Background: an optimization exercise with open tools, aiming at small area, a short achievable clock period and few clock cycles per item. Do not read the settings as production practice.
RTL that was checked went through simulation tests only; none was proved equivalent to the original.
Power is estimated from default activity; no workload was simulated.

==> flow/design.v (excerpt) <==
module lc4_ooo_core (
   input  logic        gwe,
   input  logic        rst_n,
   output logic [15:0] imem_addr,
   input  logic [15:0] imem_out,
   output logic        commit_valid,
   output logic [15:0] commit_pc,
   output logic [15:0] commit_insn,
   output logic [15:0] commit_value,
   output logic        commit_we,
   output logic [2:0]  commit_reg,
   output logic [2:0]  commit_nzp
);
Size in the first run: ~280 flip-flops, about 90 I/O pins, about 15000 um2 of cells after synthesis.
==> module lc4_ooo_core, before the edit <==
module lc4_ooo_core (
   input  logic        gwe,
   input  logic        rst_n,
   output logic [15:0] imem_addr,
   input  logic [15:0] imem_out,
   output logic        commit_valid,
   output logic [15:0] commit_pc,
   output logic [15:0] commit_insn,
   output logic [15:0] commit_value,
   output logic        commit_we,
   output logic [2:0]  commit_reg,
   output logic [2:0]  commit_nzp
);
   logic [15:0] pc_f;
   logic [15:0] d_insn;
   logic        x_valid, x_we, x_mulph;
   logic [15:0] x_insn, x_a, x_b;
   logic [7:0]  x_one, x_two, x_neg;    
   logic        c_valid, c_we, c_zero;
   logic [15:0] c_pc, c_insn, c_value;
   logic [15:0] rf [8];
   logic [7:0]  rf_ok;
   logic        x_sub, x_and, x_or, x_xor, x_mul;
   logic        stall, x_wr;
   logic [15:0] sum, res, mul_s, mul_c;
   assign stall = x_valid && x_mul && !x_mulph;    
   assign sum   = x_a + (x_b ^ {16{x_sub}}) + {15'd0, x_sub};
   lc4_mul_csa i_mul (.a(x_a), .one(x_one), .two(x_two), .neg(x_neg), .s(mul_s), .c(mul_c));
   always_comb begin
      if (x_and)
         res = x_a & x_b;
      else if (x_or)
         res = x_a | x_b;
      else if (x_xor)
         res = x_a ^ x_b;
      else
         res = sum;
   end
   assign x_wr = x_valid && x_we && !stall;
   logic [3:0]  d_op;
   logic [2:0]  d_rs, d_rt, d_fn;
   logic [15:0] rf_a, rf_b, d_imm, a_next, b_next;
   logic [7:0]  b_one, b_two, b_neg;
   logic        d_arith, d_logic, d_const, d_imm_sel, d_not, byp_a, byp_b, use_a, d_mul;
   assign d_op      = d_insn[15:12];
   assign d_fn      = d_insn[5:3];
   assign d_rs      = d_insn[8:6];
   assign d_rt      = d_insn[2:0];
   assign d_arith   = (d_op == lc4_pkg::OP_ARITH);
   assign d_logic   = (d_op == lc4_pkg::OP_LOGIC);
   assign d_const   = (d_op == lc4_pkg::OP_CONST);
   assign d_not     = d_logic && (d_fn == 3'b001);
   assign d_mul     = d_arith && (d_fn == 3'b001);
   assign d_imm_sel = d_const || d_not || (d_fn[2] && (d_arith || d_logic));
   assign d_imm     = d_const ? {{7{d_insn[8]}}, d_insn[8:0]} :
                      d_not   ? 16'hffff : {{11{d_insn[4]}}, d_insn[4:0]};
   assign use_a     = !d_const;
   always_comb begin
      rf_a = 16'h0000;
      rf_b = 16'h0000;
      for (int i = 0; i < 8; i++) begin
         rf_a = rf_a | (rf[i] & {16{use_a && rf_ok[i] && d_rs == i[2:0]}});
         rf_b = rf_b | (rf[i] & {16{rf_ok[i] && d_rt == i[2:0]}});
      end
   end
   assign byp_a     = use_a && x_wr && (x_insn[11:9] == d_rs);
   assign byp_b     = x_wr && (x_insn[11:9] == d_rt);
   assign a_next    = byp_a ? res : rf_a;
   assign b_next    = d_imm_sel ? d_imm : (byp_b ? res : rf_b);
   lc4_booth i_booth (.b(b_next), .one(b_one), .two(b_two), .neg(b_neg));
   assign imem_addr = pc_f;
   assign d_insn    = imem_out;
   always_ff @(posedge gwe or negedge rst_n) begin
      if (!rst_n) begin
         pc_f    <= lc4_pkg::RESET_PC;
         c_pc    <= lc4_pkg::RESET_PC;
         x_valid <= 1'b0;
         x_mulph <= 1'b0;
         c_valid <= 1'b0;
         rf_ok   <= '0;
      end else begin
         if (!stall)
            pc_f <= pc_f + 16'd1;
         if (c_valid)
            c_pc <= c_pc + 16'd1;
         if (!stall)
            x_valid <= 1'b1;
         x_mulph <= stall;
         c_valid <= x_valid && !stall;
         if (x_wr)
            rf_ok[x_insn[11:9]] <= 1'b1;
      end
   end
   always_ff @(posedge gwe) begin
      x_one  <= b_one;
      x_two  <= b_two;
      x_neg  <= b_neg;
      if (stall) begin
         x_a <= mul_s;
         x_b <= mul_c;
      end else begin
         x_insn <= d_insn;
         x_we   <= lc4_pkg::insn_writes_rd(d_insn);
         x_sub  <= d_arith && (d_fn == 3'b010);
         x_mul  <= d_mul;
         x_and  <= d_logic && (d_fn == 3'b000 || d_fn[2]);
         x_or   <= d_logic && (d_fn == 3'b010);
         x_xor  <= d_logic && (d_fn == 3'b011 || d_fn == 3'b001);
         x_a    <= a_next;
         x_b    <= b_next;
      end
      c_insn  <= x_insn;
      c_we    <= x_we;
      c_value <= res;
      c_zero  <= (res == 16'h0000);
      if (x_wr)
         rf[x_insn[11:9]] <= res;
   end
   assign commit_valid = c_valid;
   assign commit_pc    = c_pc;
   assign commit_insn  = c_insn;
   assign commit_value = c_value;
   assign commit_we    = c_we;
   assign commit_reg   = c_insn[11:9];
   assign commit_nzp   = {c_value[15], c_zero, !c_value[15] && !c_zero};
endmodule
==> flow/config.mk <==
export PLATFORM = sky130hd
export DESIGN_NAME = lc4_ooo_core
export DESIGN_NICKNAME = lc4_ooo_core
export VERILOG_FILES = /design/flow/design.v
export SDC_FILE = /design/flow/constraint.sdc
export NUM_CORES = 4
export LEC_CHECK = 0
export CAP_MARGIN = 20
export CORE_MARGIN = 2
export CORE_UTILIZATION = 40
export CTS_CLUSTER_DIAMETER = 120
export CTS_CLUSTER_SIZE = 22
export SLEW_MARGIN = 20
==> flow/constraint.sdc <==
create_clock -name core_clock -period 9.0 [get_ports {gwe}]
set_input_delay 1.8000 -clock core_clock [delete_from_list [all_inputs] [get_ports {gwe}]]
set_output_delay 1.8000 -clock core_clock [all_outputs]
set_load 0.01 [all_outputs]
standard.sh (not shown) runs the stock make flow with config.mk's settings and CLKGATE_MAP_FILE= SYNTH_SCRIPT=/design/flow/synth_recipe.tcl, a recipe that flattens the netlist after the stock synthesis.
==> flow/flow/run.sh <==
#!/bin/bash
# Standard layout (the standard.sh), with plain buffers on the ports and a
# tighter setup repair target. Each tool's output goes to a log in this folder.
set -euo pipefail
bash standard.sh BUFFER_PORTS_ARGS="-buffer_cell sky130_fd_sc_hd__buf_1" SETUP_SLACK_MARGIN=5.5 finish > flow_make.log 2>&1
The baseline went through all stages and came out clean.
Rerun with:
--- a/flow/design.v
+++ b/flow/design.v
@@ -434,4 +434,5 @@
 );
    logic [15:0] pc_f;
+   logic        d_valid;
    logic [15:0] d_insn;
    logic        x_valid, x_we, x_mulph;
@@ -491,9 +492,9 @@
    lc4_booth i_booth (.b(b_next), .one(b_one), .two(b_two), .neg(b_neg));
    assign imem_addr = pc_f;
-   assign d_insn    = imem_out;
    always_ff @(posedge gwe or negedge rst_n) begin
       if (!rst_n) begin
          pc_f    <= lc4_pkg::RESET_PC;
          c_pc    <= lc4_pkg::RESET_PC;
+         d_valid <= 1'b0;
          x_valid <= 1'b0;
          x_mulph <= 1'b0;
@@ -501,10 +502,11 @@
          rf_ok   <= '0;
       end else begin
-         if (!stall)
+         if (!(d_valid && d_mul && !stall))
             pc_f <= pc_f + 16'd1;
          if (c_valid)
             c_pc <= c_pc + 16'd1;
+         d_valid <= 1'b1;
          if (!stall)
-            x_valid <= 1'b1;
+            x_valid <= d_valid;
          x_mulph <= stall;
          c_valid <= x_valid && !stall;
@@ -514,4 +516,5 @@
    end
    always_ff @(posedge gwe) begin
+      d_insn <= imem_out;
       x_one  <= b_one;
       x_two  <= b_two;
Effect:
- The new run passed the timing, DRC and antenna checks
- cell count increases by 1.1%
- clock skew decreases by 21 ps
- routed wire length increases by 4.3%
- area after synthesis increases by 3.6%
- setup slack is better by 16 ps
- sequential cell count increases by 17
- clock-buffer cell count increases by 1
- non-clock buffer count decreases by 30
- final area decreases by 0.88%
- total power decreases by 2.7%
- synthesized cell count increases by 2.5%
Testbench counts after the change, summed over its fixed seeds: cycles 17,590, items 16,000.
For the first run of this note, only the layout was checked, not whether the RTL still works.

* * *

lc4_ooo_core, a different RTL version from the one above (not shown whole).
Size: roughly 290 flip-flops, ~90 I/O pins, about 16000 µm² of cells after synthesis.
==> module lc4_ooo_core, before the edit <==
module lc4_ooo_core (
   input  logic        gwe,
   input  logic        rst_n,
   output logic [15:0] imem_addr,
   input  logic [15:0] imem_out,
   output logic        commit_valid,
   output logic [15:0] commit_pc,
   output logic [15:0] commit_insn,
   output logic [15:0] commit_value,
   output logic        commit_we,
   output logic [2:0]  commit_reg,
   output logic [2:0]  commit_nzp
);
   logic [15:0] pc_f;
   logic        d_valid;
   logic [15:0] d_insn;
   logic        x_valid, x_we, x_mulph;
   logic [15:0] x_insn, x_a, x_b;
   logic [7:0]  x_one, x_two;           
   logic [7:0]  x_neg;                  
   logic        c_valid, c_we, c_zero;
   logic [15:0] c_pc, c_insn, c_value;
   logic [15:0] rf [8];
   logic [7:0]  rf_ok;
   logic        x_sub, x_and, x_or, x_xor, x_mul;
   logic        stall, x_wr;
   logic [15:0] sum, res, mul_s, mul_c;
   assign stall = x_valid && x_mul && !x_mulph;    
   assign sum   = x_a + (x_b ^ {16{x_sub}}) + {15'd0, x_sub};
   assign x_neg = {x_b[15], x_b[13], x_b[11], x_b[9], x_b[7], x_b[5], x_b[3], x_b[1]};
   lc4_mul_csa i_mul (.a(x_a), .one(x_one), .two(x_two), .neg(x_neg), .s(mul_s), .c(mul_c));
   always_comb begin
      if (x_and)
         res = x_a & x_b;
      else if (x_or)
         res = x_a | x_b;
      else if (x_xor)
         res = x_a ^ x_b;
      else
         res = sum;
   end
   assign x_wr = x_valid && x_we && !stall;
   logic [3:0]  d_op;
   logic [2:0]  d_rs, d_rt, d_fn;
   logic [15:0] rf_a, rf_b, d_imm, a_next, b_next;
   logic [7:0]  b_one, b_two, b_neg;    
   logic        d_arith, d_logic, d_const, d_imm_sel, d_not, byp_a, byp_b, use_a, d_mul;
   assign d_op      = d_insn[15:12];
   assign d_fn      = d_insn[5:3];
   assign d_rs      = d_insn[8:6];
   assign d_rt      = d_insn[2:0];
   assign d_arith   = (d_op == lc4_pkg::OP_ARITH);
   assign d_logic   = (d_op == lc4_pkg::OP_LOGIC);
   assign d_const   = (d_op == lc4_pkg::OP_CONST);
   assign d_not     = d_logic && (d_fn == 3'b001);
   assign d_mul     = d_arith && (d_fn == 3'b001);
   assign d_imm_sel = d_const || d_not || (d_fn[2] && (d_arith || d_logic));
   assign d_imm     = d_const ? {{7{d_insn[8]}}, d_insn[8:0]} :
                      d_not   ? 16'hffff : {{11{d_insn[4]}}, d_insn[4:0]};
   assign use_a     = !d_const;
   assign rf_a      = (use_a && rf_ok[d_rs]) ? rf[d_rs] : 16'h0000;
   assign rf_b      = rf_ok[d_rt] ? rf[d_rt] : 16'h0000;
   assign byp_a     = use_a && x_wr && (x_insn[11:9] == d_rs);
   assign byp_b     = x_wr && (x_insn[11:9] == d_rt);
   assign a_next    = byp_a ? res : rf_a;
   assign b_next    = d_imm_sel ? d_imm : (byp_b ? res : rf_b);
   lc4_booth i_booth (.b(b_next), .one(b_one), .two(b_two), .neg(b_neg));
   assign imem_addr = pc_f;
   always_ff @(posedge gwe or negedge rst_n) begin
      if (!rst_n) begin
         pc_f    <= lc4_pkg::RESET_PC;
         c_pc    <= lc4_pkg::RESET_PC;
         d_valid <= 1'b0;
         x_valid <= 1'b0;
         x_mulph <= 1'b0;
         c_valid <= 1'b0;
         rf_ok   <= '0;
      end else begin
         pc_f    <= pc_f + {15'd0, !(d_valid && d_mul && !stall)};
         c_pc    <= c_pc + {15'd0, c_valid};
         d_valid <= 1'b1;
         if (!stall)
            x_valid <= d_valid;
         x_mulph <= stall;
         c_valid <= x_valid && !stall;
         if (x_wr)
            rf_ok[x_insn[11:9]] <= 1'b1;
      end
   end
   always_ff @(posedge gwe) begin
      d_insn <= imem_out;
      x_one  <= b_one;
      x_two  <= b_two;
      if (stall) begin
         x_a <= mul_s;
         x_b <= mul_c;
      end else begin
         x_insn <= d_insn;
         x_we   <= lc4_pkg::insn_writes_rd(d_insn);
         x_sub  <= d_arith && (d_fn == 3'b010);
         x_mul  <= d_mul;
         x_and  <= d_logic && (d_fn == 3'b000 || d_fn[2]);
         x_or   <= d_logic && (d_fn == 3'b010);
         x_xor  <= d_logic && (d_fn == 3'b011 || d_fn == 3'b001);
         x_a    <= a_next;
         x_b    <= b_next;
      end
      c_insn  <= x_insn;
      c_we    <= x_we;
      c_value <= res;
      c_zero  <= (res == 16'h0000);
      if (x_wr)
         rf[x_insn[11:9]] <= res;
   end
   assign commit_valid = c_valid;
   assign commit_pc    = c_pc;
   assign commit_insn  = c_insn;
   assign commit_value = c_value;
   assign commit_we    = c_we;
   assign commit_reg   = c_insn[11:9];
   assign commit_nzp   = {c_value[15], c_zero, !c_value[15] && !c_zero};
endmodule
Settings: LEC_CHECK=0, CAP_MARGIN=20, CORE_MARGIN=2, CORE_UTILIZATION=40, CTS_CLUSTER_DIAMETER=120, CTS_CLUSTER_SIZE=22, SLEW_MARGIN=20; clock period 9.0 ns.
==> flow/flow/run.sh <==
#!/bin/bash
# Standard layout (the standard.sh), with plain buffers on the ports and a
# tighter setup repair target. Each tool's output goes to a log in this folder.
set -euo pipefail
bash standard.sh BUFFER_PORTS_ARGS="-buffer_cell sky130_fd_sc_hd__buf_2" SETUP_SLACK_MARGIN=5.5 finish > flow_make.log 2>&1
Then changed:
--- a/flow/design.v
+++ b/flow/design.v
@@ -436,20 +436,17 @@
    logic        d_valid;
    logic [15:0] d_insn;
    logic        x_valid, x_we, x_mulph;
    logic [15:0] x_insn, x_a, x_b;
-   logic [7:0]  x_one, x_two;           
-   logic [7:0]  x_neg;                  
+   logic [7:0]  x_one, x_two, x_neg;    
    logic        c_valid, c_we, c_zero;
    logic [15:0] c_pc, c_insn, c_value;
    logic [15:0] rf [8];
-   logic [7:0]  rf_ok;
    logic        x_sub, x_and, x_or, x_xor, x_mul;
    logic        stall, x_wr;
    logic [15:0] sum, res, mul_s, mul_c;
    assign stall = x_valid && x_mul && !x_mulph;    
    assign sum   = x_a + (x_b ^ {16{x_sub}}) + {15'd0, x_sub};
-   assign x_neg = {x_b[15], x_b[13], x_b[11], x_b[9], x_b[7], x_b[5], x_b[3], x_b[1]};
    lc4_mul_csa i_mul (.a(x_a), .one(x_one), .two(x_two), .neg(x_neg), .s(mul_s), .c(mul_c));
    always_comb begin
       if (x_and)
          res = x_a & x_b;
@@ -463,9 +460,9 @@
    assign x_wr = x_valid && x_we && !stall;
    logic [3:0]  d_op;
    logic [2:0]  d_rs, d_rt, d_fn;
    logic [15:0] rf_a, rf_b, d_imm, a_next, b_next;
-   logic [7:0]  b_one, b_two, b_neg;    
+   logic [7:0]  b_one, b_two, b_neg;
    logic        d_arith, d_logic, d_const, d_imm_sel, d_not, byp_a, byp_b, use_a, d_mul;
    assign d_op      = d_insn[15:12];
    assign d_fn      = d_insn[5:3];
    assign d_rs      = d_insn[8:6];
@@ -478,10 +475,10 @@
    assign d_imm_sel = d_const || d_not || (d_fn[2] && (d_arith || d_logic));
    assign d_imm     = d_const ? {{7{d_insn[8]}}, d_insn[8:0]} :
                       d_not   ? 16'hffff : {{11{d_insn[4]}}, d_insn[4:0]};
    assign use_a     = !d_const;
-   assign rf_a      = (use_a && rf_ok[d_rs]) ? rf[d_rs] : 16'h0000;
-   assign rf_b      = rf_ok[d_rt] ? rf[d_rt] : 16'h0000;
+   assign rf_a      = use_a ? rf[d_rs] : 16'h0000;
+   assign rf_b      = rf[d_rt];
    assign byp_a     = use_a && x_wr && (x_insn[11:9] == d_rs);
    assign byp_b     = x_wr && (x_insn[11:9] == d_rt);
    assign a_next    = byp_a ? res : rf_a;
    assign b_next    = d_imm_sel ? d_imm : (byp_b ? res : rf_b);
@@ -494,25 +491,23 @@
          d_valid <= 1'b0;
          x_valid <= 1'b0;
          x_mulph <= 1'b0;
          c_valid <= 1'b0;
-         rf_ok   <= '0;
       end else begin
          pc_f    <= pc_f + {15'd0, !(d_valid && d_mul && !stall)};
          c_pc    <= c_pc + {15'd0, c_valid};
          d_valid <= 1'b1;
          if (!stall)
             x_valid <= d_valid;
          x_mulph <= stall;
          c_valid <= x_valid && !stall;
-         if (x_wr)
-            rf_ok[x_insn[11:9]] <= 1'b1;
       end
    end
    always_ff @(posedge gwe) begin
       d_insn <= imem_out;
       x_one  <= b_one;
       x_two  <= b_two;
+      x_neg  <= b_neg;
       if (stall) begin
          x_a <= mul_s;
          x_b <= mul_c;
       end else begin
@@ -529,10 +524,11 @@
       c_insn  <= x_insn;
       c_we    <= x_we;
       c_value <= res;
       c_zero  <= (res == 16'h0000);
-      if (x_wr)
-         rf[x_insn[11:9]] <= res;
+      for (int i = 0; i < 8; i++)
+         if (!rst_n || (x_wr && x_insn[11:9] == i[2:0]))
+            rf[i] <= res & {16{rst_n}};
    end
    assign commit_valid = c_valid;
    assign commit_pc    = c_pc;
    assign commit_insn  = c_insn;
Non-clock buffer count drops by 13.
Maximum frequency climbs by a few percent.
Synthesized cell count goes up by about a fifth.
Cell area is about the same.
Power rose by well over a third.
Cell count came out higher by a little under a tenth.
Setup slack improves by 0.17 ns.
Count of clock-buffer cells in the layout increases by 1.
Worst hold slack stays flat.
Sequential share of layout area went down by 0.32 points.
Register-to-register slack gets better by 0.17 ns.
Critical path depth is unchanged.
Function was not checked in any run of this note: the RTL went through the layout flow alone.

separate check: timing with driven ports:
No port has a modelled driver above. Below, the same layouts with a new extraction and two added sets of constraints.
Step 1 assumes that a clkbuf_16 drives the clock port and a buf_2 every other input.
Step 2, shift: input delay + t, output delay - t, t = (earliest + latest rising clock arrival at the registers) / 2. This alone moves slack from input paths to output paths.
Three values: no drivers, after step 1, after step 2; two values: the first two.
run	shift t [ns]	setup WS [ns]	worst register clock-pin slew, ns
the first run of note 1	0.557	5.520 / 5.540 / 4.983	0.09 / 0.09
the second run of note 1	0.568	5.536 / 5.536 / 5.536	0.10 / 0.10
the first run of note 2	0.563	5.390 / 5.390 / 5.390	0.10 / 0.10
the second run of note 2	0.573	5.563 / 5.563 / 5.481	0.10 / 0.10
After both steps setup and hold are still met in every run listed. The setup slack of the first run of note 1, which loses most, moves by +0.020 ns with the drivers and by -0.537 ns with both steps.
